This is an optimization exercise on Yosys and OpenROAD, whose aim is small area, not a production implementation.
Only simulation tests tie the RTL to the original design; equivalence was not proved.
No driver is modelled on the clock port, so clocking that relies on it looks cheaper here than on a real chip.
Power is estimated from default activity; no workload was simulated.

File: flow/config.mk
export PLATFORM = sky130hd
export DESIGN_NAME = bypass_regfile_sb
export DESIGN_NICKNAME = bypass_regfile_sb
export VERILOG_FILES = /design/flow/design.v
export SDC_FILE = /design/flow/constraint.sdc
export NUM_CORES = 4
export LEC_CHECK = 0
export CAP_MARGIN = 10
export CORE_MARGIN = 2
export CORE_UTILIZATION = 50
export SLEW_MARGIN = 10
export SYNTH_HIERARCHICAL = 1
export SYNTH_MINIMUM_KEEP_SIZE = 0
File: flow/constraint.sdc
create_clock -name core_clock -period 7.5 [get_ports {clk}]
set_input_delay 1.5000 -clock core_clock [delete_from_list [all_inputs] [get_ports {clk}]]
set_output_delay 1.5000 -clock core_clock [all_outputs]
set_load 0.01 [all_outputs]
File: flow/design.v
module brf_inv (input logic a, output logic y);
    assign y = ~a;
endmodule
module brf_nor2 (input logic a, b, output logic y);
    assign y = ~(a | b);
endmodule
module brf_nor3 (input logic a, b, c, output logic y);
    assign y = ~(a | b | c);
endmodule
module brf_nand2 (input logic a, b, output logic y);
    assign y = ~(a & b);
endmodule
module brf_nand3 (input logic a, b, c, output logic y);
    assign y = ~(a & b & c);
endmodule
module brf_nand4 (input logic a, b, c, d, output logic y);
    assign y = ~(a & b & c & d);
endmodule
module brf_or3 (input logic a, b, c, output logic y);
    assign y = a | b | c;
endmodule
module brf_ao21 (input logic a1, a2, b, output logic y);
    assign y = (a1 & a2) | b;
endmodule
module brf_ao31 (input logic a1, a2, a3, b, output logic y);
    assign y = (a1 & a2 & a3) | b;
endmodule
module brf_ao22 (input logic a1, a2, b1, b2, output logic y);
    assign y = (a1 & a2) | (b1 & b2);
endmodule
module brf_aoi222 (input logic a1, a2, b1, b2, c1, c2, output logic y);
    assign y = ~((a1 & a2) | (b1 & b2) | (c1 & c2));
endmodule
module brf_ao2111 (input logic a1, a2, b, c, d, output logic y);
    assign y = (a1 & a2) | b | c | d;
endmodule
module brf_pre2 (input logic [1:0] a, output logic [3:0] yn, output logic [3:0] y);
    logic [1:0] an;
    brf_inv u_i0 (.a(a[0]), .y(an[0]));
    brf_inv u_i1 (.a(a[1]), .y(an[1]));
    brf_nand2 u_0 (.a(an[0]), .b(an[1]), .y(yn[0]));
    brf_nand2 u_1 (.a(a[0]),  .b(an[1]), .y(yn[1]));
    brf_nand2 u_2 (.a(an[0]), .b(a[1]),  .y(yn[2]));
    brf_nand2 u_3 (.a(a[0]),  .b(a[1]),  .y(yn[3]));
    for (genvar j = 0; j < 4; j++) begin : g_p
        brf_inv u (.a(yn[j]), .y(y[j]));
    end
endmodule
module brf_pre3e (input logic [2:0] a, input logic en, output logic [7:0] yn,
                  output logic [7:0] y);
    logic [2:0] an;
    brf_inv u_i0 (.a(a[0]), .y(an[0]));
    brf_inv u_i1 (.a(a[1]), .y(an[1]));
    brf_inv u_i2 (.a(a[2]), .y(an[2]));
    for (genvar k = 0; k < 8; k++) begin : g_k
        brf_nand4 u (
            .a(k[0] ? a[0] : an[0]),
            .b(k[1] ? a[1] : an[1]),
            .c(k[2] ? a[2] : an[2]),
            .d(en),
            .y(yn[k])
        );
        brf_inv u_p (.a(yn[k]), .y(y[k]));
    end
endmodule
module brf_pre3 (input logic [2:0] a, output logic [7:0] yn, output logic [7:0] y);
    logic [2:0] an;
    brf_inv u_i0 (.a(a[0]), .y(an[0]));
    brf_inv u_i1 (.a(a[1]), .y(an[1]));
    brf_inv u_i2 (.a(a[2]), .y(an[2]));
    for (genvar k = 0; k < 8; k++) begin : g_k
        brf_nand3 u (
            .a(k[0] ? a[0] : an[0]),
            .b(k[1] ? a[1] : an[1]),
            .c(k[2] ? a[2] : an[2]),
            .y(yn[k])
        );
        brf_inv u_p (.a(yn[k]), .y(y[k]));
    end
endmodule
module brf_or31p (
    input  logic [31:1] d,
    input  logic [31:1] s,
    output logic [2:0]  o
);
    logic [10:0] n;
    for (genvar k = 0; k < 10; k++) begin : g_a
        brf_aoi222 u (
            .a1(d[3*k+1]), .a2(s[3*k+1]),
            .b1(d[3*k+2]), .b2(s[3*k+2]),
            .c1(d[3*k+3]), .c2(s[3*k+3]),
            .y (n[k])
        );
    end
    brf_nand2 u_b (.a(d[31]), .b(s[31]), .y(n[10]));
    brf_nand4 u_n0 (.a(n[0]), .b(n[1]), .c(n[2]),  .d(n[3]), .y(o[0]));
    brf_nand4 u_n1 (.a(n[4]), .b(n[5]), .c(n[6]),  .d(n[7]), .y(o[1]));
    brf_nand3 u_n2 (.a(n[8]), .b(n[9]), .c(n[10]),           .y(o[2]));
endmodule
module brf_or31 (
    input  logic [31:1] d,
    input  logic [31:1] s,
    output logic        y
);
    logic [2:0] o;
    brf_or31p u_p (.d(d), .s(s), .o(o));
    brf_or3   u_o (.a(o[0]), .b(o[1]), .c(o[2]), .y(y));
endmodule
module brf_rdbit (
    input  logic [31:1] d,
    input  logic [31:1] s,
    input  logic        bd,
    input  logic        bs,
    output logic        y
);
    logic [2:0] o;
    brf_or31p  u_p (.d(d), .s(s), .o(o));
    brf_ao2111 u_o (.a1(bd), .a2(bs), .b(o[0]), .c(o[1]), .d(o[2]), .y(y));
endmodule
module bypass_regfile_sb #(
    parameter int DATA_W   = 32,
    parameter int ADDR_W   = 5,
    parameter int NUM_RD   = 2,
    parameter int ZERO_REG = 1,
    parameter int BYPASS   = 1
) (
    input  logic                     clk,
    input  logic                     reset,
    input  logic                     we,
    input  logic [ADDR_W-1:0]        waddr,
    input  logic [DATA_W-1:0]        wdata,
    input  logic [NUM_RD*ADDR_W-1:0] raddr,
    input  logic [NUM_RD-1:0]        rd_en,
    output logic [NUM_RD*DATA_W-1:0] rdata,
    input  logic                     pend_set,
    input  logic [ADDR_W-1:0]        pend_addr,
    input  logic                     pend_flush,
    output logic [NUM_RD-1:0]        busy,
    output logic                     stall,
    output logic [ADDR_W:0]          pend_cnt
);
    localparam int DEPTH = 32;
    logic [DEPTH-1:1][DATA_W-1:0] regs_q, regs_d;
    logic [DEPTH-1:1]             pend_q, pend_d;
    logic [4:0]                   cnt_q, cnt_d;
    logic nreset, we_nr, ps_nr, nfr;
    brf_inv   u_nreset (.a(reset), .y(nreset));
    assign we_nr = we & nreset;            
    assign ps_nr = pend_set & nreset;      
    assign nfr   = ~(pend_flush | reset);  
    logic [3:0] wlo_n, wlo, plo_n, plo;
    logic [7:0] whi_n, whi, wrhi_n, wrhi, phi_n, phi;
    brf_pre2  u_wlo  (.a(waddr[1:0]),     .yn(wlo_n), .y(wlo));
    brf_pre3e u_whi  (.a(waddr[4:2]),     .en(we),    .yn(whi_n),  .y(whi));
    brf_pre3e u_wrhi (.a(waddr[4:2]),     .en(we_nr), .yn(wrhi_n), .y(wrhi));
    brf_pre2  u_plo  (.a(pend_addr[1:0]), .yn(plo_n), .y(plo));
    brf_pre3e u_phi  (.a(pend_addr[4:2]), .en(ps_nr), .yn(phi_n),  .y(phi));
    logic [DEPTH-1:1] wen_n, ld_n, ld, hold_n, hold, pset;
    for (genvar r = 1; r < DEPTH; r++) begin : g_row
        brf_nand2 u_wen  (.a(wlo[r%4]),  .b(whi[r/4]),  .y(wen_n[r]));
        brf_nand2 u_ldn  (.a(wlo[r%4]),  .b(wrhi[r/4]), .y(ld_n[r]));
        brf_inv   u_ld   (.a(ld_n[r]),   .y(ld[r]));
        brf_nand2 u_hn   (.a(wen_n[r]),  .b(nreset),    .y(hold_n[r]));
        brf_inv   u_hold (.a(hold_n[r]), .y(hold[r]));
        brf_nor2  u_pset (.a(plo_n[r%4]), .b(phi_n[r/4]), .y(pset[r]));
        brf_ao31  u_pd   (.a1(pend_q[r]), .a2(wen_n[r]), .a3(nfr), .b(pset[r]),
                          .y(pend_d[r]));
        for (genvar b = 0; b < DATA_W; b++) begin : g_bit
            brf_ao22 u_st (
                .a1(ld[r]),   .a2(wdata[b]),
                .b1(hold[r]), .b2(regs_q[r][b]),
                .y (regs_d[r][b])
            );
        end
    end
    always_ff @(posedge clk) begin
        regs_q <= regs_d;
        pend_q <= pend_d;
    end
    logic dec, ppa, inc, ps_any;
    brf_or31 u_dec (.d(pend_q), .s(ld),   .y(dec));
    brf_or31 u_ppa (.d(pend_q), .s(pset), .y(ppa));
    assign ps_any = ps_nr & (pend_addr != 5'd0);
    assign inc    = ps_any & ~(ppa & ~(we & (waddr == pend_addr)));
    always_comb begin
        if (reset)            cnt_d = 5'd0;
        else if (pend_flush)  cnt_d = 5'(ps_any);
        else if (inc && !dec) cnt_d = cnt_q + 5'd1;
        else if (dec && !inc) cnt_d = cnt_q - 5'd1;
        else                  cnt_d = cnt_q;
    end
    always_ff @(posedge clk) begin
        cnt_q <= cnt_d;
    end
    assign pend_cnt = {1'b0, cnt_q};
    for (genvar i = 0; i < NUM_RD; i++) begin : g_rd
        logic [ADDR_W-1:0] ra;
        logic [3:0]        lo_n, lo;
        logic [7:0]        hi_n, hi;
        logic [DEPTH-1:1]  sel_n, sel;
        logic              byp_n, byp;
        assign ra = raddr[i*ADDR_W +: ADDR_W];
        brf_pre2 u_lo (.a(ra[1:0]), .yn(lo_n), .y(lo));
        brf_pre3 u_hi (.a(ra[4:2]), .yn(hi_n), .y(hi));
        for (genvar r = 1; r < DEPTH; r++) begin : g_sel
            brf_nand3 u_seln (.a(lo[r%4]), .b(hi[r/4]), .c(wen_n[r]), .y(sel_n[r]));
            brf_inv   u_sel  (.a(sel_n[r]), .y(sel[r]));
        end
        assign byp_n = ~(we & (ra == waddr) & (ra != 5'd0));
        brf_inv u_byp (.a(byp_n), .y(byp));
        for (genvar b = 0; b < DATA_W; b++) begin : g_bit
            logic [DEPTH-1:1] col;
            for (genvar r = 1; r < DEPTH; r++) begin : g_c
                assign col[r] = regs_q[r][b];
            end
            brf_rdbit u_rd (
                .d(col), .s(sel), .bd(wdata[b]), .bs(byp),
                .y(rdata[i*DATA_W + b])
            );
        end
        brf_or31 u_busy (.d(pend_q), .s(sel), .y(busy[i]));
    end
    assign stall = (busy[0] & rd_en[0]) | (busy[1] & rd_en[1]);
endmodule
File: flow/flow/run.sh
#!/bin/bash
# Own layout flow: the standard ORFS flow (standard.sh, unchanged synthesis),
# with three changes passed to ORFS through its own variables and hooks:
#   * before floorplanning, inverters driving long select lines get the x2
#     size (same area as x1), so repair_design does not buffer those lines;
#   * port buffers use the smallest buffer cell instead of ORFS's default pick;
#   * clock tree synthesis runs without dummy loads, with small clock buffers.
# Each tool's full log stays under orfs/logs/ in this folder; make's own output
# goes to flow_make.log.
set -euo pipefail
export PRE_FLOORPLAN_TCL="$PWD/flow/presize.tcl"
export BUFFER_PORTS_ARGS="-buffer_cell sky130_fd_sc_hd__buf_1"
export CTS_ARGS="-sink_clustering_enable -repair_clock_nets -dont_use_dummy_load -buf_list {sky130_fd_sc_hd__clkbuf_4} -root_buf sky130_fd_sc_hd__clkbuf_16 -sink_clustering_size 10 -sink_clustering_max_diameter 30"
bash standard.sh > flow_make.log 2>&1
File: flow/flow/presize.tcl
# Run by floorplan.tcl before floorplanning (PRE_FLOORPLAN_TCL). Inverters that
# drive long select lines (more than 16 loads) are given the x2 inverter, which
# has the same area as x1, so repair_design need not buffer those lines.
foreach inst [[ord::get_db_block] getInsts] {
  if {[[$inst getMaster] getName] ne "sky130_fd_sc_hd__inv_1"} { continue }
  set net [[$inst findITerm Y] getNet]
  if {$net eq "NULL"} { continue }
  if {[llength [$net getITerms]] > 17} {
    replace_cell [$inst getName] sky130_fd_sc_hd__inv_2
  }
}
File: flow/standard.sh
#!/bin/bash
# synth_recipe.tcl (not shown) runs the flow's synth.tcl, then flattens the netlist and writes it again
# the make line also repeats each setting of config.mk as NAME=value (left out here)
make -C /OpenROAD-flow-scripts/flow DESIGN_CONFIG=/design/flow/config.mk WORK_HOME=/design/flow/orfs CLKGATE_MAP_FILE= SYNTH_SCRIPT=/design/flow/synth_recipe.tcl "${@:-finish}"
==> qor.txt, run 1 <==
RSZ-0062 raised after global routing: false
Die Y-Extent: 289.8 um
Hold Path Class: register to register
PortBufs: 130
Crit-path max FO: 33
Initial Util: 50.61%
Pre-Repair DR Iteration Count: 15
Initial antenna violation count: 9
Reg2reg path depth: 12
Vias in the first global route: 42108
Register Area: 20580 um2
Die X: 289.8 um
Post-CTS Hold Fix Bufs: 0
First-pass GRT wire length: 285.8 mm
Area of the multi-input gates: 19510 um2
Measured slew at the worst slew-check pin: 1288 ps
Clock Tree Root: clkbuf_16
Avg Vias per Cell: 8.672
End point of the critical path: rdata[18]
Synth Instances: 3577
Final setup fails: 0
Vias: 43526
Total gr overflow: 0
Initial DRC count: 10816
Number of cells on the worst hold path: 2
Clock transition at path regs: 40 ps
Layout Cells excl Fill: 5019
Worst r2r src: pend_q[16]$_DFF_P_
Min cycle time layout: 6622 ps
Avg Inst Size Synth: 11.41 um2
CP endpoint kind: output port
R2R Path End: cnt_q[4]$_SDFFE_PN0P_
Number of setup buffers added after CTS: 0
# rows: 104
Post-route clock skew: 146.5 ps
CTS sink cnt: 1028
Setup TNS: 0 ps
Routed WL per cell: 40.71 um
Area Growth Syn to Fin: 9.107%
DRC viols: 0
CTS tree: yes
CP Class: primary input to output port
MaxCap Viol Count: 0
Highest attainable clock frequency: 151.0 MHz
Synthesized cell area: 40830 um2
VDD IR-drop max: 184.2 uV
Final WL: 204.3 mm
Syn Nets: 3642
Dpl cells: 4811
Pins over their slew limit: 0
WP data required: 6000 ps
Leak: 17.10 nW
Critical Path Start Type: primary input
CP Launch Point: waddr[0]
Reg-to-reg slack, setup: 4020 ps
Die ar.: 83960 um2
PD cells: 209.9 nW/um2
GP Congestion: 1.030
Largest net degree at the start of global routing: 35
Detail Route Antenna Nets: 0
Crit path arrival time: 5120 ps
H-tree levels: 4
Layout fillers: 6994
Resize count post-CTS: 0
Final worst-path cycle share: 88.29%
Total power: 9.351 mW
Share of post-route cells with drive strength above 1: 10.07%
Max-Slew Margin vs Limit: 14.02%
TritonCTS buffer count: 200
Core area: 80680 um2
Hold violation total from the final report: 0
Clock tree buffer depth: 3
Layout Utilization: 55.22%
Outcome: no timing/DRC/antenna violations
Nets: 4018
GRT Total Usage: 46.49%
IO Pins: 132
Ys Warns: 7
DP HPWL: 109.7 mm
Later-pin clock latency in the skew report: 860 ps
## sequential cells by signal, summed over array words and instances (netlist names)
signal,flops
regs_q,992
pend_q,31
cnt_q,5
## per-layer routing
layer	wire length [um]	up-vias	global-route usage, %	share of wire, %
li1	-	16926	-	-
met1	71080	21002	56.34	35
met2	84250	4420	67.82	41
met3	34140	1170	20.39	17
met4	14790	8	28.22	7.2
met5	49	-	0.2841	0.024
## power breakdown
group          switching, mW  internal [mW]
logic                  0.518         0.0906
clock network           1.98           1.23
registers             0.0366           5.50
total                   2.54           6.82
## per-stage QoR
| step | cell area, um2 | worst slack (ps) | hold WS, ps |
|---|---|---|---|
| after floorplan | 40830 | 2580 | 461.5 |
| after global placement | 43010 | 1282 | 461.7 |
| after detailed placement | 43010 | 1260 | 477.2 |
| after CTS | 44530 | 1243 | 483.9 |
| after global routing | 44540 | 874.3 | 507.3 |
| final | 44550 | 878.2 | 479.9 |
## worst min-delay path by stage
stage                                from               endpoint  slack (ps)
finish              cnt_q[4]$_SDFFE_PN0P_  cnt_q[4]$_SDFFE_PN0P_         480
global placement    cnt_q[4]$_SDFFE_PN0P_  cnt_q[4]$_SDFFE_PN0P_         460
detailed placement    regs_q[500]$_DFF_P_    regs_q[500]$_DFF_P_         480
global route        cnt_q[4]$_SDFFE_PN0P_  cnt_q[4]$_SDFFE_PN0P_         510
CTS                 cnt_q[4]$_SDFFE_PN0P_  cnt_q[4]$_SDFFE_PN0P_         480
floorplan               regs_q[0]$_DFF_P_      regs_q[0]$_DFF_P_         460
## final cells by class
cell class | instances | share of cell area (%)
flip-flops and latches | 1028 | 46.20
multi-input cells | 2351 | 43.79
clock buffers | 200 | 3.410
well taps | 1060 | 2.977
repair buffers | 176 | 1.935
inverters | 196 | 1.651
diodes | 8 | 0.04494
## worst max-delay path: stages
cell	delay [ps]
buf_1	280
nand2_1	120
inv_1	510
nand2_1	240
nand3_1	150
inv_2	340
a222oi_1	720
nand4_1	580
a2111o_1	510
buf_1	150
## layout by cell type (no fill, tap or decap), types with 31 or more instances in the layout
cell type	count
a2111o_1	64
a222oi_1	680
a22o_1	993
a31o_1	31
buf_1	107
buf_4	46
clkbuf_4	199
dfxtp_1	1028
inv_1	69
inv_2	127
nand2_1	180
nand3_1	149
nand4_1	161
nor2_1	34
==> run 2, diff against run 1 <==
==> flow/flow/run.sh (replaced) <==
#!/bin/bash
# Own layout flow: the standard ORFS flow (standard.sh, unchanged synthesis),
# with these changes passed to ORFS through its own variables and step hooks:
#   * before floorplanning (presize.tcl), inverters driving long select lines
#     get the x2 size (same area as x1), so repair_design does not buffer them;
#   * port buffers use the smallest buffer cell instead of ORFS's default pick;
#   * the clock tree is built by clocktree.tcl before clock tree synthesis
#     (root, mid and leaf clkbuf_16 over k-means clusters of flip-flops), and
#     TritonCTS, limited to the clock port's net, then has nothing to add.
# Each tool's full log stays under orfs/logs/ in this folder; make's own output
# goes to flow_make.log.
set -euo pipefail
export PRE_FLOORPLAN_TCL="$PWD/flow/presize.tcl"
export PRE_CTS_TCL="$PWD/flow/clocktree.tcl"
export CLK_CLUSTER=26
export CLK_MID=7
export CLK_CAPF=1.1
export BUFFER_PORTS_ARGS="-buffer_cell sky130_fd_sc_hd__buf_1"
export CTS_ARGS="-clk_nets clk -dont_use_dummy_load -buf_list sky130_fd_sc_hd__clkbuf_16 -root_buf sky130_fd_sc_hd__clkbuf_16"
bash standard.sh > flow_make.log 2>&1
==> flow/flow/clocktree.tcl (new file) <==
# Run by cts.tcl before clock tree synthesis (PRE_CTS_TCL). Builds a
# three-level clock tree by hand: the flip-flops are split by k-means on their
# placed positions into clusters of about CLK_CLUSTER flops, each cluster gets
# one clkbuf_16 at its centroid; the cluster buffers are grouped the same way
# under about CLK_MID cluster buffers each, with one clkbuf_16 per group; and
# a root clkbuf_16 drives the group buffers from the clock port. The buffers
# are placed here and legalized by the detailed placement that cts.tcl runs
# next (cts.tcl's clock_tree_synthesis then finds nothing left to do).
set block [ord::get_db_block]
set db [ord::get_db]
set bufm [$db findMaster sky130_fd_sc_hd__clkbuf_16]
set clk [$block findNet clk]
set per [expr {[info exists ::env(CLK_CLUSTER)] ? $::env(CLK_CLUSTER) : 40}]
set permid [expr {[info exists ::env(CLK_MID)] ? $::env(CLK_MID) : 7}]

# k-means with a soft cap on cluster size; returns {assign cx cy}
proc kmeans {xs ys k per} {
  set n [llength $xs]
  set order [lsort -integer -indices [lmap x $xs y $ys {
    expr {int($y / 20000) * 10000000 + (int($y / 20000) % 2 ? -int($x) : int($x))}
  }]]
  set cx {}
  set cy {}
  for {set c 0} {$c < $k} {incr c} {
    set i [lindex $order [expr {int(($c + 0.5) * $n / $k)}]]
    lappend cx [lindex $xs $i]
    lappend cy [lindex $ys $i]
  }
  set assign [lrepeat $n 0]
  set cap [expr {max(1, int(ceil($per * ([info exists ::env(CLK_CAPF)] ? $::env(CLK_CAPF) : 1.25))))}]
  for {set iter 0} {$iter < 30} {incr iter} {
    set cnt [lrepeat $k 0]
    for {set i 0} {$i < $n} {incr i} {
      set x [lindex $xs $i]
      set y [lindex $ys $i]
      set d {}
      for {set c 0} {$c < $k} {incr c} {
        lappend d [expr {abs($x - [lindex $cx $c]) + abs($y - [lindex $cy $c])}]
      }
      foreach c [lsort -real -indices $d] {
        if {[lindex $cnt $c] < $cap} {
          lset assign $i $c
          lset cnt $c [expr {[lindex $cnt $c] + 1}]
          break
        }
      }
    }
    set sx [lrepeat $k 0.0]
    set sy [lrepeat $k 0.0]
    for {set i 0} {$i < $n} {incr i} {
      set c [lindex $assign $i]
      lset sx $c [expr {[lindex $sx $c] + [lindex $xs $i]}]
      lset sy $c [expr {[lindex $sy $c] + [lindex $ys $i]}]
    }
    for {set c 0} {$c < $k} {incr c} {
      if {[lindex $cnt $c] > 0} {
        lset cx $c [expr {[lindex $sx $c] / [lindex $cnt $c]}]
        lset cy $c [expr {[lindex $sy $c] / [lindex $cnt $c]}]
      }
    }
  }
  return [list $assign $cx $cy]
}

proc place_at {inst x y} {
  set m [$inst getMaster]
  $inst setLocation [expr {int($x - [$m getWidth] / 2)}] [expr {int($y - [$m getHeight] / 2)}]
  $inst setPlacementStatus PLACED
}

# a clkbuf_16 named NAME at (x, y) driving a new clock net; returns {inst net}
proc new_buf {block bufm name x y} {
  set b [odb::dbInst_create $block $bufm $name]
  set net [odb::dbNet_create $block ${name}_net]
  $net setSigType CLOCK
  place_at $b $x $y
  [$b findITerm X] connect $net
  return [list $b $net]
}

set sinks {}
set xs {}
set ys {}
foreach it [$clk getITerms] {
  if {[$it getIoType] ne "INPUT"} { continue }
  set bb [[$it getInst] getBBox]
  lappend sinks $it
  lappend xs [expr {([$bb xMin] + [$bb xMax]) / 2.0}]
  lappend ys [expr {([$bb yMin] + [$bb yMax]) / 2.0}]
}
set n [llength $sinks]
set k [expr {int(ceil(double($n) / $per))}]
lassign [kmeans $xs $ys $k $per] assign cx cy
set m [expr {int(ceil(double($k) / $permid))}]
lassign [kmeans $cx $cy $m $permid] massign mx my
puts "clocktree: $n sinks, $k leaf buffers, $m mid buffers"

set ax 0.0
set ay 0.0
for {set c 0} {$c < $m} {incr c} {
  set ax [expr {$ax + [lindex $mx $c] / $m}]
  set ay [expr {$ay + [lindex $my $c] / $m}]
}
lassign [new_buf $block $bufm clkroot $ax $ay] root rootnet
[$root findITerm A] connect $clk

set midnets {}
for {set c 0} {$c < $m} {incr c} {
  lassign [new_buf $block $bufm clkmid_$c [lindex $mx $c] [lindex $my $c]] b net
  [$b findITerm A] connect $rootnet
  lappend midnets $net
}
set leafnets {}
for {set c 0} {$c < $k} {incr c} {
  lassign [new_buf $block $bufm clkleaf_$c [lindex $cx $c] [lindex $cy $c]] b net
  [$b findITerm A] connect [lindex $midnets [lindex $massign $c]]
  lappend leafnets $net
}
for {set i 0} {$i < $n} {incr i} {
  set it [lindex $sinks $i]
  $it disconnect
  $it connect [lindex $leafnets [lindex $assign $i]]
}
==> run 2 against run 1 <==
Against the previous run: worst setup slack improved by 62 ps; sequential share of layout area rose by 0.38 points; sequential power barely moved; still clean on timing, DRC and antenna; largest cell class unchanged; highest routed layer unchanged.
==> qor.txt, run 2 <==
CP delay by family, top: buffers and inverters
Critical path buffers and inverters: 4
Resize count post-CTS: 0
Avg Inst Size Synth: 11.41 um2
Most common cell after layout, fill and taps aside: dfxtp_1
Critical path's slowest cell: a222oi_1
Crit-path cells: buf_1 > nand2_1 > inv_1 > nand2_1 > nand3_1 > inv_2 > a222oi_1 > nand4_1 > a2111o_1 > buf_1
Highest attainable clock frequency: 152.4 MHz
WP data required: 6000 ps
Core area: 80680 um2
Hold Worst Slack: 494.5 ps
# rows: 104
GP Congestion: 1.030
Crit-path max cell delay: 700 ps
Area Growth Syn to Fin: 8.225%
DP HPWL: 109.7 mm
Area of the multi-input gates: 19510 um2
Die Y-Extent: 289.8 um
Final setup fails: 0
Die ar.: 83960 um2
Critical Path Start Type: primary input
Syn Nets: 3642
Outcome: no timing/DRC/antenna violations
DRC viols: 0
Measured slew at the worst slew-check pin: 1254 ps
Layout fillers: 6940
Post-route clock skew: 46.30 ps
Largest net degree at the start of global routing: 35
Share of post-route cells with drive strength above 1: 6.451%
MaxCap Viol Count: 0
Top Registers: regs_q (992), pend_q (31), cnt_q (5)
VDD IR-drop max: 174.2 uV
Number of setup buffers added after CTS: 0
Finished Cell Area: 44190 um2
Hold Path Class: register to register
Final WL: 201.9 mm
Vias: 42645
Most Crowded Layer GR: met2
Leak: 16.75 nW
PD cells: 204.7 nW/um2
Layout Utilization: 54.77%
CP Class: primary input to output port
Initial antenna violation count: 6
Grt met1 use: 57.04%
Final worst-path cycle share: 87.47%
Avg Vias per Cell: 8.776
Initial DRC count: 10358
Ys Warns: 7
RSZ-0062 raised after global routing: false
Synth Instances: 3577
IO Pins: 132
Hold violation total from the final report: 0
Max-Slew Margin vs Limit: 16.25%
Vias in the first global route: 40385
Later-pin clock latency in the skew report: 680 ps
Most frequent cells in the layout: dfxtp_1 (1028), a22o_1 (993), a222oi_1 (680)
First-pass GRT wire length: 281.9 mm
GRT met3 Usage: 17.08%
Biggest register: regs_q
CP endpoint kind: output port
Clock transition at path regs: 90 ps
Initial Util: 50.61%
Die X: 289.8 um
Detail Route Antenna Nets: 0
GRT Total Usage: 45.41%
Crit path arrival time: 5060 ps
Min cycle time layout: 6560 ps
M2 GR Usage: 66.99%
Setup TNS: 0 ps
Nets: 3865
Pre-Repair DR Iteration Count: 15
Synthesized cell area: 40830 um2
Largest register FFs: 992
Register Area: 20580 um2
Dpl cell area: 43010 um2
PortBufs: 130
Crit-path max FO: 33
Routed WL per cell: 41.55 um
Pins over their slew limit: 0
Total gr overflow: 0
Post-CTS Hold Fix Bufs: 0
-- run 2: through the flow --
| stage | power [mW] | instances | worst slack (ps) |
|---|---|---|---|
| after global routing | 9.208 | 4858 | 936.3 |
| final | 9.046 | 4859 | 939.8 |
| after global placement | 6.206 | 4811 | 1282 |
| after CTS | 8.337 | 4858 | 1219 |
| after floorplan | 5.863 | 3577 | 2580 |
| after detailed placement | 6.218 | 4811 | 1260 |
-- run 2: report_power, final --
| part | internal, mW | total [mW] | switching [mW] |
|---|---|---|---|
| sequential | 5.50 | 5.53 | 0.0367 |
| clock | 1.13 | 2.90 | 1.77 |
| combinational | 0.0906 | 0.609 | 0.518 |
| total | 6.72 | 9.05 | 2.32 |
-- run 2: worst min-delay path, stage by stage (launching register included) --
cell and delay [ps]:
dfxtp_1 340, nand2_1 60, mux2i_1 60
-- run 2: area by class of cell --
class / instances / share of cell area (%)
antenna: 1 / 0.005663
buffer: 47 / 2.662
inverter: 196 / 1.665
multi-input combinational: 2351 / 44.14
sequential: 1028 / 46.57
tap: 1060 / 3.001
timing repair buffer: 176 / 1.951
-- run 2: worst paths after layout --
check	from	endpoint	slack (ps)	depth (start not counted)
max	waddr[0]	rdata[18]	940	10
min	cnt_q[4]$_SDFFE_PN0P_	cnt_q[4]$_SDFFE_PN0P_	490	2
max reg2reg	pend_q[19]$_DFF_P_	cnt_q[4]$_SDFFE_PN0P_	4110	12
min reg2reg	cnt_q[4]$_SDFFE_PN0P_	cnt_q[4]$_SDFFE_PN0P_	490	2
-- run 2: routing by layer --
layer	wire length (um)	vias up	share of wire, %
li1	-	16566	-
met1	70620	20757	35
met2	84100	4261	42
met3	32880	1051	16
met4	14240	10	7.1
met5	65	-	0.032
==> run 3, diff against run 2 <==
--- a/flow/design.v
+++ b/flow/design.v
@@ -33,4 +33,4 @@
 endmodule
-module brf_ao2111 (input logic a1, a2, b, c, d, output logic y);
-    assign y = (a1 & a2) | b | c | d;
+module brf_aoi22 (input logic a1, a2, b1, b2, output logic y);
+    assign y = ~((a1 & a2) | (b1 & b2));
 endmodule
@@ -115,5 +115,17 @@
 );
+    logic [10:0] n;
+    for (genvar k = 0; k < 10; k++) begin : g_a
+        brf_aoi222 u (
+            .a1(d[3*k+1]), .a2(s[3*k+1]),
+            .b1(d[3*k+2]), .b2(s[3*k+2]),
+            .c1(d[3*k+3]), .c2(s[3*k+3]),
+            .y (n[k])
+        );
+    end
+    brf_aoi22 u_b (.a1(d[31]), .a2(s[31]), .b1(bd), .b2(bs), .y(n[10]));
     logic [2:0] o;
-    brf_or31p  u_p (.d(d), .s(s), .o(o));
-    brf_ao2111 u_o (.a1(bd), .a2(bs), .b(o[0]), .c(o[1]), .d(o[2]), .y(y));
+    brf_nand4 u_n0 (.a(n[0]), .b(n[1]), .c(n[2]), .d(n[3]), .y(o[0]));
+    brf_nand4 u_n1 (.a(n[4]), .b(n[5]), .c(n[6]), .d(n[7]), .y(o[1]));
+    brf_nand3 u_n2 (.a(n[8]), .b(n[9]), .c(n[10]),         .y(o[2]));
+    brf_or3   u_o  (.a(o[0]), .b(o[1]), .c(o[2]), .y(y));
 endmodule
==> flow/flow/presize.tcl (replaced) <==
# Run by floorplan.tcl before floorplanning (PRE_FLOORPLAN_TCL).
#  * Inverters that drive long select lines (more than 16 loads) get the x2
#    inverter, which has the same area as x1, so repair_design need not
#    buffer those lines.
#  * Synthesis maps the read ports' AOI22 onto the x2 cell; its single load
#    needs only the x1 cell.
foreach inst [[ord::get_db_block] getInsts] {
  set m [[$inst getMaster] getName]
  if {$m eq "sky130_fd_sc_hd__a22oi_2"} {
    replace_cell [$inst getName] sky130_fd_sc_hd__a22oi_1
    continue
  }
  if {$m ne "sky130_fd_sc_hd__inv_1"} { continue }
  set net [[$inst findITerm Y] getNet]
  if {$net eq "NULL"} { continue }
  if {[llength [$net getITerms]] > 17} {
    replace_cell [$inst getName] sky130_fd_sc_hd__inv_2
  }
}
==> run 3 against run 2 <==
Against the previous run: still clean; core utilization about the same; final cell count about the same; global-route usage decreased by 2.9 points; via count decreased by 2.5%; first-iteration DRC count decreased by 3.4%; register-to-register slack got worse by 190 ps; routed wire length decreased by 6.6%; synthesized area decreased by 0.20%; flip-flop and latch count unchanged; sequential share of layout area increased by 0.10 points; die area decreased by 0.19%; largest cell class unchanged; highest routed layer unchanged.
==> qor.txt, run 3 <==
Outcome: no timing/DRC/antenna violations
Ys Warns: 7
Crit-path cells: buf_1 > nand2_1 > inv_1 > nand2_1 > nand3_1 > inv_2 > a222oi_1 > nand4_1 > or3_1 > buf_1
Initial DRC count: 10008
Number of setup buffers added after CTS: 0
Critical path buffers and inverters: 4
Initial Util: 50.59%
Vias in the first global route: 39229
Biggest register: regs_q
Die X: 289.5 um
Max-Slew Margin vs Limit: 11.20%
Top Registers: regs_q (992), pend_q (31), cnt_q (5)
Critical Path Start Type: primary input
Hold Path Class: register to register
RSZ-0062 raised after global routing: false
Dpl cell area: 42910 um2
M2 GR Usage: 62.61%
Number of cells on the worst hold path: 2
Most common cell after layout, fill and taps aside: dfxtp_1
Total gr overflow: 0
Crit-path max cell delay: 800 ps
Initial antenna violation count: 4
Vias: 41598
PD cells: 204.5 nW/um2
CP Class: primary input to output port
Most frequent cells in the layout: dfxtp_1 (1028), a22o_1 (993), a222oi_1 (680)
Area Growth Syn to Fin: 8.201%
Setup TNS: 0 ps
Highest attainable clock frequency: 155.3 MHz
Pre-Repair DR Iteration Count: 11
Grt met1 use: 55.87%
Final worst-path cycle share: 85.84%
Hold violation total from the final report: 0
Nets: 3866
Avg Vias per Cell: 8.556
Final WL: 188.6 mm
Reg2reg path depth: 12
WP data required: 6000 ps
Later-pin clock latency in the skew report: 680 ps
Total power: 9.017 mW
IO Pins: 132
Resize count post-CTS: 0
Measured slew at the worst slew-check pin: 1332 ps
Post-CTS Hold Fix Bufs: 0
Most Crowded Layer GR: met2
Clock transition at path regs: 100 ps
Synthesized cell area: 40750 um2
Die ar.: 83800 um2
Largest net degree at the start of global routing: 35
DRC viols: 0
CP endpoint kind: output port
Worst path depth: 10
CP delay by family, top: buffers and inverters
Leak: 16.43 nW
Crit path arrival time: 4940 ps
Die Y-Extent: 289.5 um
Critical path's slowest cell: a222oi_1
Final setup fails: 0
Routed WL per cell: 38.80 um
Synth Instances: 3577
MaxCap Viol Count: 0
Largest register FFs: 992
Crit-path max FO: 33
GRT Total Usage: 42.56%
First-pass GRT wire length: 268.7 mm
Post-route clock skew: 27.22 ps
Detail Route Antenna Nets: 0
Pins over their slew limit: 0
Share of post-route cells with drive strength above 1: 5.870%
Min cycle time layout: 6438 ps
Syn Nets: 3642
GP Congestion: 1.035
DP HPWL: 109.0 mm
GRT met3 Usage: 11.34%
Avg Inst Size Synth: 11.39 um2
# rows: 104
PortBufs: 130
VDD IR-drop max: 188.4 uV
Core area: 80550 um2
Finished Cell Area: 44090 um2
[run 3: metal layers]
metal	wire (um)	up-vias
met5	33	-
met4	14140	2
met3	27350	711
met2	77910	3927
met1	69210	20392
li1	-	16566
[run 3: cell type report]
class / instances / area (um2)
diodes: 3 / 7.507
flip-flops and latches: 1028 / 20580
plain buffers: 47 / 1176
repair buffers: 177 / 840.8
inverters: 196 / 735.7
multi-input cells: 2351 / 19430
fillers: 6962 / 36460
well taps: 1060 / 1326
[run 3: worst reg2reg max path, delay by kind of cell, from the launching register on]
kind	cells	cell delay, ps
AND/OR/NAND/NOR	5	1550
AO/OA/AOI/OAI	4	970
adder cells (fa/ha/maj)	2	500
flip-flops	1	360
buffers and inverters	1	130
[run 3: path summary, 6_finish.rpt]
check                   startpoint  slack (ps)                     to
max                       waddr[0]        1060               rdata[5]
min          cnt_q[4]$_SDFFE_PN0P_         500  cnt_q[4]$_SDFFE_PN0P_
max reg2reg      pend_q[1]$_DFF_P_        3920  cnt_q[3]$_SDFFE_PN0P_
min reg2reg  cnt_q[4]$_SDFFE_PN0P_         500  cnt_q[4]$_SDFFE_PN0P_
[run 3: report_power, final]
group | switching [mW] | internal (mW) | total [mW]
Combinational | 0.491 | 0.0916 | 0.583
Sequential | 0.0368 | 5.50 | 5.53
Clock | 1.77 | 1.13 | 2.90
Total | 2.30 | 6.72 | 9.02
[run 3: stage by stage]
stage	utilization (%)	cells	hold WS (ps)	worst slack, ps
2_1_floorplan	-	3577	461.5	2580
3_3_place_gp	53.27	4812	465.1	1261
3_5_place_dp	53.27	4812	475.7	1214
4_1_cts	54.73	4859	484.2	1222
5_1_grt	54.73	4859	514.1	1006
6_report	54.74	4862	498.5	1062
==> run 4, diff against run 3 <==
--- a/flow/flow/run.sh
+++ b/flow/flow/run.sh
@@ -4,3 +4,4 @@
 #   * before floorplanning (presize.tcl), inverters driving long select lines
-#     get the x2 size (same area as x1), so repair_design does not buffer them;
+#     get the x2 size (same area as x1), so repair_design does not buffer them,
+#     and the read ports' AOI22 gets the x1 size;
 #   * port buffers use the smallest buffer cell instead of ORFS's default pick;
@@ -8,3 +9,6 @@
 #     (root, mid and leaf clkbuf_16 over k-means clusters of flip-flops), and
-#     TritonCTS, limited to the clock port's net, then has nothing to add.
+#     TritonCTS, limited to the clock port's net, then has nothing to add;
+#   * after clock tree synthesis, clockinv.tcl turns the mid and leaf buffers
+#     into inverters (two inverting levels, so the flip-flops see the same
+#     clock edge).
 # Each tool's full log stays under orfs/logs/ in this folder; make's own output
@@ -14,5 +18,7 @@
 export PRE_CTS_TCL="$PWD/flow/clocktree.tcl"
-export CLK_CLUSTER=26
-export CLK_MID=7
+export POST_CTS_TCL="$PWD/flow/clockinv.tcl"
+export CLK_CLUSTER=24
+export CLK_MID=4
 export CLK_CAPF=1.1
+export CLK_INV_CELL=sky130_fd_sc_hd__inv_12
 export BUFFER_PORTS_ARGS="-buffer_cell sky130_fd_sc_hd__buf_1"
==> flow/flow/clockinv.tcl (new file) <==
# Run by cts.tcl after clock tree synthesis (POST_CTS_TCL), once clocktree.tcl
# has built the clock tree from clkbuf_16 cells. The leaf and mid cells
# (clkleaf_*, clkmid_*) are replaced by inverters of CLK_INV_CELL: two
# inverting levels keep the clock's polarity at the flip-flops, and an
# inverter drives a given load with less area than a clock buffer. (Inverters
# cannot be put in before cts.tcl's repair_clock_inverters, which would clone
# them next to every flip-flop.) The new cells are legalized here.
set block [ord::get_db_block]
set db [ord::get_db]
set invm [$db findMaster $::env(CLK_INV_CELL)]
set n 0
foreach inst [$block getInsts] {
  set name [$inst getName]
  if {![string match clkleaf_* $name] && ![string match clkmid_* $name]} { continue }
  set innet [[$inst findITerm A] getNet]
  set outnet [[$inst findITerm X] getNet]
  set bb [$inst getBBox]
  set x [expr {([$bb xMin] + [$bb xMax]) / 2}]
  set y [$bb yMin]
  odb::dbInst_destroy $inst
  set new [odb::dbInst_create $block $invm $name]
  [$new findITerm A] connect $innet
  [$new findITerm Y] connect $outnet
  $new setLocation [expr {$x - [$invm getWidth] / 2}] $y
  $new setPlacementStatus PLACED
  incr n
}
puts "clockinv: $n clock buffers replaced by [$invm getName]"
detailed_placement
check_placement -verbose
estimate_parasitics -placement
==> run 4 against run 3 <==
Against the previous run: core utilization is 0.34 points lower; largest power group unchanged; critical path type unchanged; routed wire length is 0.15% higher; synthesized cell count stayed put.
==> qor.txt, run 4 <==
Initial antenna violation count: 5
Reg2reg path depth: 12
Routed WL per cell: 38.79 um
Dpl cell area: 42910 um2
DP Worst Slack: 1214 ps
Nets: 3874
End point of the critical path: rdata[5]
Crit path arrival time: 4950 ps
Worst r2r src: pend_q[1]$_DFF_P_
Final worst-path cycle share: 86.04%
Max-Slew Margin vs Limit: 17.49%
DP HPWL: 109.0 mm
Core area: 80550 um2
Pre-Repair DR Iteration Count: 15
Worst path depth: 10
Finished Cell Area: 43820 um2
Avg Vias per Cell: 8.549
Largest register FFs: 992
Most common cell after layout, fill and taps aside: dfxtp_1
MaxCap Viol Count: 0
WP data required: 6000 ps
Vias: 41635
Crit-path max FO: 33
Largest net degree at the start of global routing: 35
# rows: 104
Leak: 16.26 nW
Detail Route Antenna Nets: 0
DRC viols: 0
Critical path's slowest cell: a222oi_1
Min cycle time layout: 6453 ps
Outcome: no timing/DRC/antenna violations
RSZ-0062 raised after global routing: false
R2R Path End: cnt_q[3]$_SDFFE_PN0P_
Die X: 289.5 um
Ys Warns: 7
IO Pins: 132
Highest attainable clock frequency: 155.0 MHz
Area Growth Syn to Fin: 7.532%
Hold violation total from the final report: 0
Critical path buffers and inverters: 4
Clock transition at path regs: 100 ps
PortBufs: 130
Biggest register: regs_q
Final WS setup: 1047 ps
Hold Path Class: register to register
Most frequent cells in the layout: dfxtp_1 (1028), a22o_1 (993), a222oi_1 (680)
CP Class: primary input to output port
CP delay by family, top: simple AND/OR/NAND/NOR gates
Setup TNS: 0 ps
Top Registers: regs_q (992), pend_q (31), cnt_q (5)
GP Congestion: 1.035
Reg-to-reg slack, setup: 4010 ps
Final WL: 188.9 mm
PD cells: 199.7 nW/um2
Initial Util: 50.59%
Syn Nets: 3642
Crit-path max cell delay: 870 ps
Hold Worst Slack: 499.2 ps
Crit-path cells: buf_1 > nand2_1 > inv_1 > nand2_1 > nand3_1 > inv_2 > a222oi_1 > nand4_1 > or3_1 > buf_1
Synthesized cell area: 40750 um2
Number of cells on the worst hold path: 2
Pins over their slew limit: 0
GRT Total Usage: 42.62%
Avg Inst Size Synth: 11.39 um2
VDD IR-drop max: 217.4 uV
Die Y-Extent: 289.5 um
CP Launch Point: waddr[0]
Total gr overflow: 0
Hold_sp: cnt_q[4]$_SDFFE_PN0P_
Share of post-route cells with drive strength above 1: 6.068%
Measured slew at the worst slew-check pin: 1238 ps
Later-pin clock latency in the skew report: 720 ps
Initial DRC count: 10172
Critical Path Start Type: primary input
Vias in the first global route: 39236
Layout fillers: 7021
CP endpoint kind: output port
Final setup fails: 0
Die ar.: 83800 um2
Synth Instances: 3577
Layout Utilization: 54.40%
Post-route clock skew: 69.28 ps
First-pass GRT wire length: 269.1 mm
-- run 4: worst register-to-register path, delay by kind of cell (launching register included) --
kind                     cells  cell delay, ps
AO/OA/AOI/OAI                4             980
buffers and inverters        1             130
adder cells (fa/ha/maj)      2             500
flip-flops                   1             360
AND/OR/NAND/NOR              5            1510
-- run 4: report_power, final --
group          switching [mW]  internal (mW)
clock                    2.24          0.390
sequential             0.0367           5.50
combinational           0.492         0.0916
total                    2.77           5.98
-- run 4: area by class of cell --
class | count | area (um2) | share of cell area [%]
Sequential cell | 1028 | 20580 | 46.96
Buffer | 1 | 25.02 | 0.05711
Tap cell | 1060 | 1326 | 3.027
Inverter | 250 | 1614 | 3.683
Antenna cell | 3 | 7.507 | 0.01713
Timing Repair Buffer | 177 | 840.8 | 1.919
Multi-Input combinational cell | 2351 | 19430 | 44.33
-- run 4: worst min path at each step --
stage,to,slack [ps]
global placement,cnt_q[4]$_SDFFE_PN0P_,470
detailed placement,regs_q[602]$_DFF_P_,480
global route,regs_q[536]$_DFF_P_,520
finish,cnt_q[4]$_SDFFE_PN0P_,500
floorplan,regs_q[0]$_DFF_P_,460
-- run 4: metal layers --
metal,track usage [%],share of wire (%),routed length [um]
met3,10.78,15,27640
met2,62.26,41,77400
met4,26.77,8.0,15100
met1,56.19,36,68720
met5,0.5114,0.029,55
-- run 4: per-stage QoR --
step	total power [mW]	cells
floorplan	5.864	3577
global placement	6.190	4812
detailed placement	6.205	4812
global route	8.944	4867
finish	8.749	4870
==> run 5, diff against run 4 <==
--- a/flow/flow/run.sh
+++ b/flow/flow/run.sh
@@ -7,2 +7,5 @@
 #   * port buffers use the smallest buffer cell instead of ORFS's default pick;
+#   * after global placement (unbuffer.tcl), a buf_4 that repair put right
+#     after a small inverter or port buffer is folded into that driver,
+#     which is sized up instead;
 #   * the clock tree is built by clocktree.tcl before clock tree synthesis
@@ -19,3 +22,4 @@
 export POST_CTS_TCL="$PWD/flow/clockinv.tcl"
-export CLK_CLUSTER=24
+export POST_GLOBAL_PLACE_TCL="$PWD/flow/unbuffer.tcl"
+export CLK_CLUSTER=22
 export CLK_MID=4
==> flow/flow/unbuffer.tcl (new file) <==
# Run by global_place.tcl after global placement (POST_GLOBAL_PLACE_TCL).
# Where the timing-driven placement's repair put a buf_4 right after a small
# inverter or port buffer whose only load is that buf_4, the buf_4 is removed
# and the driver takes its loads, sized up instead (inv_1/inv_2 to inv_4,
# buf_1/clkbuf_2 to buf_4): one cell of less area doing the same job.
# repair_design and detailed placement run after this step as usual.
set block [ord::get_db_block]
set db [ord::get_db]
array set upsize {
  sky130_fd_sc_hd__inv_1    sky130_fd_sc_hd__inv_4
  sky130_fd_sc_hd__inv_2    sky130_fd_sc_hd__inv_4
  sky130_fd_sc_hd__buf_1    sky130_fd_sc_hd__buf_4
  sky130_fd_sc_hd__clkbuf_2 sky130_fd_sc_hd__buf_4
}
set n 0
foreach inst [$block getInsts] {
  if {[[$inst getMaster] getName] ne "sky130_fd_sc_hd__buf_4"} { continue }
  set innet [[$inst findITerm A] getNet]
  set outnet [[$inst findITerm X] getNet]
  if {$innet eq "NULL" || $outnet eq "NULL"} { continue }
  if {[llength [$innet getBTerms]] > 0 || [llength [$outnet getBTerms]] > 0} { continue }
  set its [$innet getITerms]
  if {[llength $its] != 2} { continue }
  set drv ""
  foreach t $its {
    if {[$t isOutputSignal]} { set drv [$t getInst] }
  }
  if {$drv eq ""} { continue }
  set dm [[$drv getMaster] getName]
  if {![info exists upsize($dm)]} { continue }
  # move the buffer's loads to the driver's net, drop the buffer
  set loads {}
  foreach t [$outnet getITerms] {
    if {![$t isOutputSignal]} { lappend loads $t }
  }
  odb::dbInst_destroy $inst
  foreach t $loads {
    $t disconnect
    $t connect $innet
  }
  odb::dbNet_destroy $outnet
  replace_cell [$drv getName] $upsize($dm)
  incr n
}
puts "unbuffer: $n buffers removed"
==> run 5 against run 4 <==
Against the previous run: critical path depth stayed put; clock power is 4% higher; highest routed layer unchanged; global-route usage is 0.12 points higher; design area is 0.17% lower; via count is 0.12% higher; synthesized area stayed put; die area stayed put.
==> qor.txt, run 5 <==
Largest register FFs: 992
Ys Warns: 7
CP Class: primary input to output port
M2 GR Usage: 61.26%
Measured slew at the worst slew-check pin: 1282 ps
Outcome: no timing/DRC/antenna violations
Critical path's slowest cell: a222oi_1
Max-Slew Margin vs Limit: 14.55%
Most Crowded Layer GR: met2
First-pass GRT wire length: 269.7 mm
Register Area: 20580 um2
Final WL: 189.2 mm
Top Registers: regs_q (992), pend_q (31), cnt_q (5)
Setup TNS: 0 ps
Detail Route Antenna Nets: 0
Pins over their slew limit: 0
Later-pin clock latency in the skew report: 750 ps
Most frequent cells in the layout: dfxtp_1 (1028), a22o_1 (993), a222oi_1 (680)
Initial antenna violation count: 6
Highest attainable clock frequency: 154.1 MHz
DRC viols: 0
Leak: 16.19 nW
CP endpoint kind: output port
Biggest register: regs_q
Most common cell after layout, fill and taps aside: dfxtp_1
GRT Total Usage: 42.74%
Critical path buffers and inverters: 4
VDD IR-drop max: 357.6 uV
Crit path arrival time: 4990 ps
Vias: 41687
Pre-Repair DR Iteration Count: 14
Avg Inst Size Synth: 11.39 um2
Finished Cell Area: 43740 um2
WP data required: 6000 ps
Share of post-route cells with drive strength above 1: 5.909%
Area Growth Syn to Fin: 7.348%
Synth Instances: 3577
IO Pins: 132
Area of the multi-input gates: 19430 um2
Syn Nets: 3642
Crit-path max cell delay: 780 ps
Core area: 80550 um2
Total gr overflow: 0
# rows: 104
Hold violation total from the final report: 0
RSZ-0062 raised after global routing: false
Nets: 3841
PortBufs: 130
PD cells: 202.1 nW/um2
Crit-path max FO: 33
Largest net degree at the start of global routing: 35
Initial DRC count: 10161
Final worst-path cycle share: 86.55%
Dpl cell area: 42750 um2
Die ar.: 83800 um2
Final setup fails: 0
Avg Vias per Cell: 8.617
Post-route clock skew: 71.70 ps
Die X: 289.5 um
GRT met3 Usage: 12.24%
Initial Util: 50.59%
Clock transition at path regs: 100 ps
Critical Path Start Type: primary input
Layout fillers: 7026
Crit-path cells: buf_1 > nand2_1 > inv_1 > nand2_1 > nand3_1 > inv_2 > a222oi_1 > nand4_1 > or3_1 > buf_1
Min cycle time layout: 6491 ps
Hold Path Class: register to register
DP HPWL: 108.7 mm
Grt met1 use: 56.41%
Synthesized cell area: 40750 um2
Die Y-Extent: 289.5 um
CP delay by family, top: simple AND/OR/NAND/NOR gates
MaxCap Viol Count: 0
Routed WL per cell: 39.10 um
Vias in the first global route: 39177
-- run 5: per-stage QoR --
stage / hold slack, ps / instances / total power, mW / setup WS (ps) / utilization (%)
finish: 495.1 / 4838 / 8.839 / 1009 / 54.31
global route: 517.1 / 4834 / 9.043 / 926.7 / 54.30
detailed placement: 476.8 / 4774 / 6.200 / 1272 / 53.07
global placement: 465.1 / 4812 / 6.190 / 1261 / 53.27
floorplan: 461.5 / 3577 / 5.864 / 2580 / -
-- run 5: path summary, 6_finish.rpt --
path                                       startpoint  cells after the start                    end  slack, ps
worst max-delay path                         waddr[1]                     10               rdata[5]       1010
worst min-delay path            cnt_q[4]$_SDFFE_PN0P_                      2  cnt_q[4]$_SDFFE_PN0P_        500
worst max register to register      pend_q[1]$_DFF_P_                     12  cnt_q[3]$_SDFFE_PN0P_       3970
worst min register to register  cnt_q[4]$_SDFFE_PN0P_                      2  cnt_q[4]$_SDFFE_PN0P_        500
-- run 5: tightest hold or removal path: stages, from the launching register on --
cell and delay (ps):
dfxtp_1 340, nand2_1 60, mux2i_1 60
-- run 5: cell type report --
type                       instances  share of cell area (%)
sequential                      1028                   47.05
multi-input combinational       2351                   44.41
inverter                         255                   3.950
tap                             1060                   3.032
timing repair buffer             139                   1.484
buffer                             1                 0.05720
antenna                            4                 0.02288
-- run 5: routing by layer --
metal	vias to the layer above	part of all wire [%]
li1	16529	-
met1	20308	36
met2	4122	41
met3	722	15
met4	6	7.8
met5	-	0.018
-- run 5: where the power goes --
| group | internal, mW | leakage (nW) | switching, mW |
|---|---|---|---|
| sequential | 5.50 | 8.29 | 0.0368 |
| combinational | 0.0884 | 7.46 | 0.490 |
| clock | 0.423 | 0.443 | 2.31 |
==> run 6, diff against run 5 <==
--- a/flow/flow/run.sh
+++ b/flow/flow/run.sh
@@ -14,3 +14,4 @@
 #   * after clock tree synthesis, clockinv.tcl turns the mid and leaf buffers
-#     into inverters (two inverting levels, so the flip-flops see the same
+#     into inverters (inv_12 leaves, inv_6 mids; two inverting levels, so the
+#     flip-flops see the same
 #     clock edge).
@@ -27,2 +28,3 @@
 export CLK_INV_CELL=sky130_fd_sc_hd__inv_12
+export CLK_MID_INV_CELL=sky130_fd_sc_hd__inv_6
 export BUFFER_PORTS_ARGS="-buffer_cell sky130_fd_sc_hd__buf_1"
--- a/flow/flow/clockinv.tcl
+++ b/flow/flow/clockinv.tcl
@@ -2,3 +2,4 @@
 # has built the clock tree from clkbuf_16 cells. The leaf and mid cells
-# (clkleaf_*, clkmid_*) are replaced by inverters of CLK_INV_CELL: two
+# (clkleaf_*, clkmid_*) are replaced by inverters (leaf cells by CLK_INV_CELL,
+# mid cells by CLK_MID_INV_CELL, default the same): two
 # inverting levels keep the clock's polarity at the flip-flops, and an
@@ -10,2 +11,4 @@
 set invm [$db findMaster $::env(CLK_INV_CELL)]
+set midinv [expr {[info exists ::env(CLK_MID_INV_CELL)] ? $::env(CLK_MID_INV_CELL) : $::env(CLK_INV_CELL)}]
+set midm [$db findMaster $midinv]
 set n 0
@@ -20,6 +23,7 @@
   odb::dbInst_destroy $inst
-  set new [odb::dbInst_create $block $invm $name]
+  set m [expr {[string match clkmid_* $name] ? $midm : $invm}]
+  set new [odb::dbInst_create $block $m $name]
   [$new findITerm A] connect $innet
   [$new findITerm Y] connect $outnet
-  $new setLocation [expr {$x - [$invm getWidth] / 2}] $y
+  $new setLocation [expr {$x - [$m getWidth] / 2}] $y
   $new setPlacementStatus PLACED
@@ -27,3 +31,3 @@
 }
-puts "clockinv: $n clock buffers replaced by [$invm getName]"
+puts "clockinv: $n clock buffers replaced by [$invm getName] (leaves), [$midm getName] (mids)"
 detailed_placement
==> run 6 against run 5 <==
Against the previous run: core utilization fell by 0.11 points; sequential share of layout area rose by 0.097 points; hold slack worse by 1.5 ps; synthesized area did not move; die area is the same; largest power group unchanged; clock power down 5%.
==> qor.txt, run 6 <==
IO Pins: 132
Vias in the first global route: 39161
Initial antenna violation count: 6
Routed WL per cell: 39.10 um
Vias: 41680
Max-Slew Margin vs Limit: 16.55%
MaxCap Viol Count: 0
Layout Utilization: 54.20%
Min cycle time layout: 6576 ps
Total gr overflow: 0
Later-pin clock latency in the skew report: 670 ps
Highest attainable clock frequency: 152.1 MHz
# rows: 104
Setup TNS: 0 ps
Hold violation total from the final report: 0
CP endpoint kind: output port
Most common cell after layout, fill and taps aside: dfxtp_1
PD cells: 199.6 nW/um2
Crit-path max cell delay: 620 ps
Initial Util: 50.59%
Layout fillers: 7034
Detail Route Antenna Nets: 0
DRC viols: 0
Largest register FFs: 992
M2 GR Usage: 61.38%
Leak: 16.15 nW
RSZ-0062 raised after global routing: false
Clock transition at path regs: 100 ps
Avg Inst Size Synth: 11.39 um2
Initial DRC count: 10277
Syn Nets: 3642
Core area: 80550 um2
Synth Instances: 3577
CP delay by family, top: simple AND/OR/NAND/NOR gates
Pre-Repair DR Iteration Count: 14
GRT Total Usage: 42.75%
Nets: 3841
Measured slew at the worst slew-check pin: 1252 ps
Share of post-route cells with drive strength above 1: 5.909%
Critical path's slowest cell: nand4_1
Outcome: no timing/DRC/antenna violations
Sequential power share: 63.5%
Comb pwr share: 6.6%
Final setup fails: 0
First-pass GRT wire length: 269.8 mm
Post-route clock skew: 71.23 ps
Die Y-Extent: 289.5 um
Pins over their slew limit: 0
Crit-path cells: buf_1 > nand2_1 > inv_1 > nand2_1 > nand3_1 > inv_2 > a222oi_1 > nand4_1 > or3_1 > buf_1
Int Pwr: 5.963 mW
Biggest register: regs_q
DP HPWL: 108.7 mm
Grt met1 use: 56.36%
Area of the multi-input gates: 19430 um2
Sw frac: 31.55%
Switching power: 2.749 mW
VDD IR-drop max: 260.2 uV
Largest net degree at the start of global routing: 35
Crit path arrival time: 5080 ps
GRT met3 Usage: 12.26%
Die ar.: 83800 um2
Final worst-path cycle share: 87.68%
Avg Vias per Cell: 8.615
CP Class: primary input to output port
Die X: 289.5 um
Top Registers: regs_q (992), pend_q (31), cnt_q (5)
Area Growth Syn to Fin: 7.126%
Synthesized cell area: 40750 um2
Register Area: 20580 um2
PortBufs: 130
Final WL: 189.2 mm
Most frequent cells in the layout: dfxtp_1 (1028), a22o_1 (993), a222oi_1 (680)
Critical Path Start Type: primary input
Ys Warns: 7
Most Crowded Layer GR: met2
Crit-path max FO: 33
Critical path buffers and inverters: 4
Hold Path Class: register to register
Hold Worst Slack: 493.6 ps
WP data required: 6000 ps
Clock share of power: 29.8%
[run 6: power groups by stage]
| stage | Sequential [mW] | Combinational [mW] | Clock [mW] |
|---|---|---|---|
| detailed placement | 5.66 | 0.542 | 0 |
| global placement | 5.65 | 0.535 | 0 |
| floorplan | 5.65 | 0.216 | 0 |
| finish | 5.53 | 0.579 | 2.60 |
| global route | 5.54 | 0.580 | 2.82 |
[run 6: final timing paths]
check | start | to | slack (ps) | cells after the start
max | waddr[0] | rdata[53] | 920 | 10
min | cnt_q[4]$_SDFFE_PN0P_ | cnt_q[4]$_SDFFE_PN0P_ | 490 | 2
max reg2reg | pend_q[1]$_DFF_P_ | cnt_q[3]$_SDFFE_PN0P_ | 3970 | 12
min reg2reg | cnt_q[4]$_SDFFE_PN0P_ | cnt_q[4]$_SDFFE_PN0P_ | 490 | 2
[run 6: tightest hold or removal path: stages, from the launching register on]
cell,delay [ps]
dfxtp_1,340
nand2_1,60
mux2i_1,60
[run 6: through the flow]
step	total power, mW	setup WS (ps)	instances	instance area (um2)
after floorplan	5.864	2580	3577	40750
after global placement	6.190	1261	4812	42910
after detailed placement	6.200	1272	4774	42750
after global routing	8.936	926.9	4834	43640
final	8.712	923.7	4838	43650
[run 6: area by class of cell]
class,count,area share (%)
flip-flops and latches,1028,47.14
well taps,1060,3.038
repair buffers,139,1.488
multi-input cells,2351,44.50
inverters,255,3.752
diodes,4,0.02293
plain buffers,1,0.05732
[run 6: metal layers]
metal,share of wire (%),vias up
met4,7.8,6
met5,0.016,-
met2,41,4044
met3,15,762
li1,-,16537
met1,36,20331

-- re-timing with driven ports --
The results above use ideal ports. As a check the final layouts listed here were re-extracted and re-timed, cells and wires unchanged. Step 1 sets driving cells, clkbuf_16 on the clock port and buf_2 on the other inputs (assumed; they add their load-dependent delay and slew). Step 2 also shifts input and output timing later by t, the mid clock arrival at the registers, as if the neighbouring blocks saw the same clock. a / b / c = ideal ports / drivers / drivers and shift; a / b = the first two.
run | shift t [ns] | slack for setup (ns) | hold slack, ns | worst data-port slew with drivers (ns)
run 1 | 0.867 | 0.878 / 0.854 / 0.854 | 0.480 / 0.480 / 0.480 | 0.08
run 2 | 0.732 | 0.940 / 0.915 / 0.915 | 0.495 / 0.495 / 0.495 | 0.07
run 3 | 0.723 | 1.062 / 1.037 / 1.037 | 0.499 / 0.499 / 0.499 | 0.05
run 4 | 0.774 | 1.047 / 1.022 / 1.022 | 0.499 / 0.499 / 0.499 | 0.05
run 5 | 0.801 | 1.009 / 0.985 / 0.985 | 0.495 / 0.495 / 0.495 | 0.06
run 6 | 0.729 | 0.924 / 0.898 / 0.898 | 0.494 / 0.494 / 0.494 | 0.06
After both steps setup and hold are still met in every run listed. The setup slack of run 6, which loses most, moves by -0.026 ns with the drivers and by -0.026 ns with both steps.
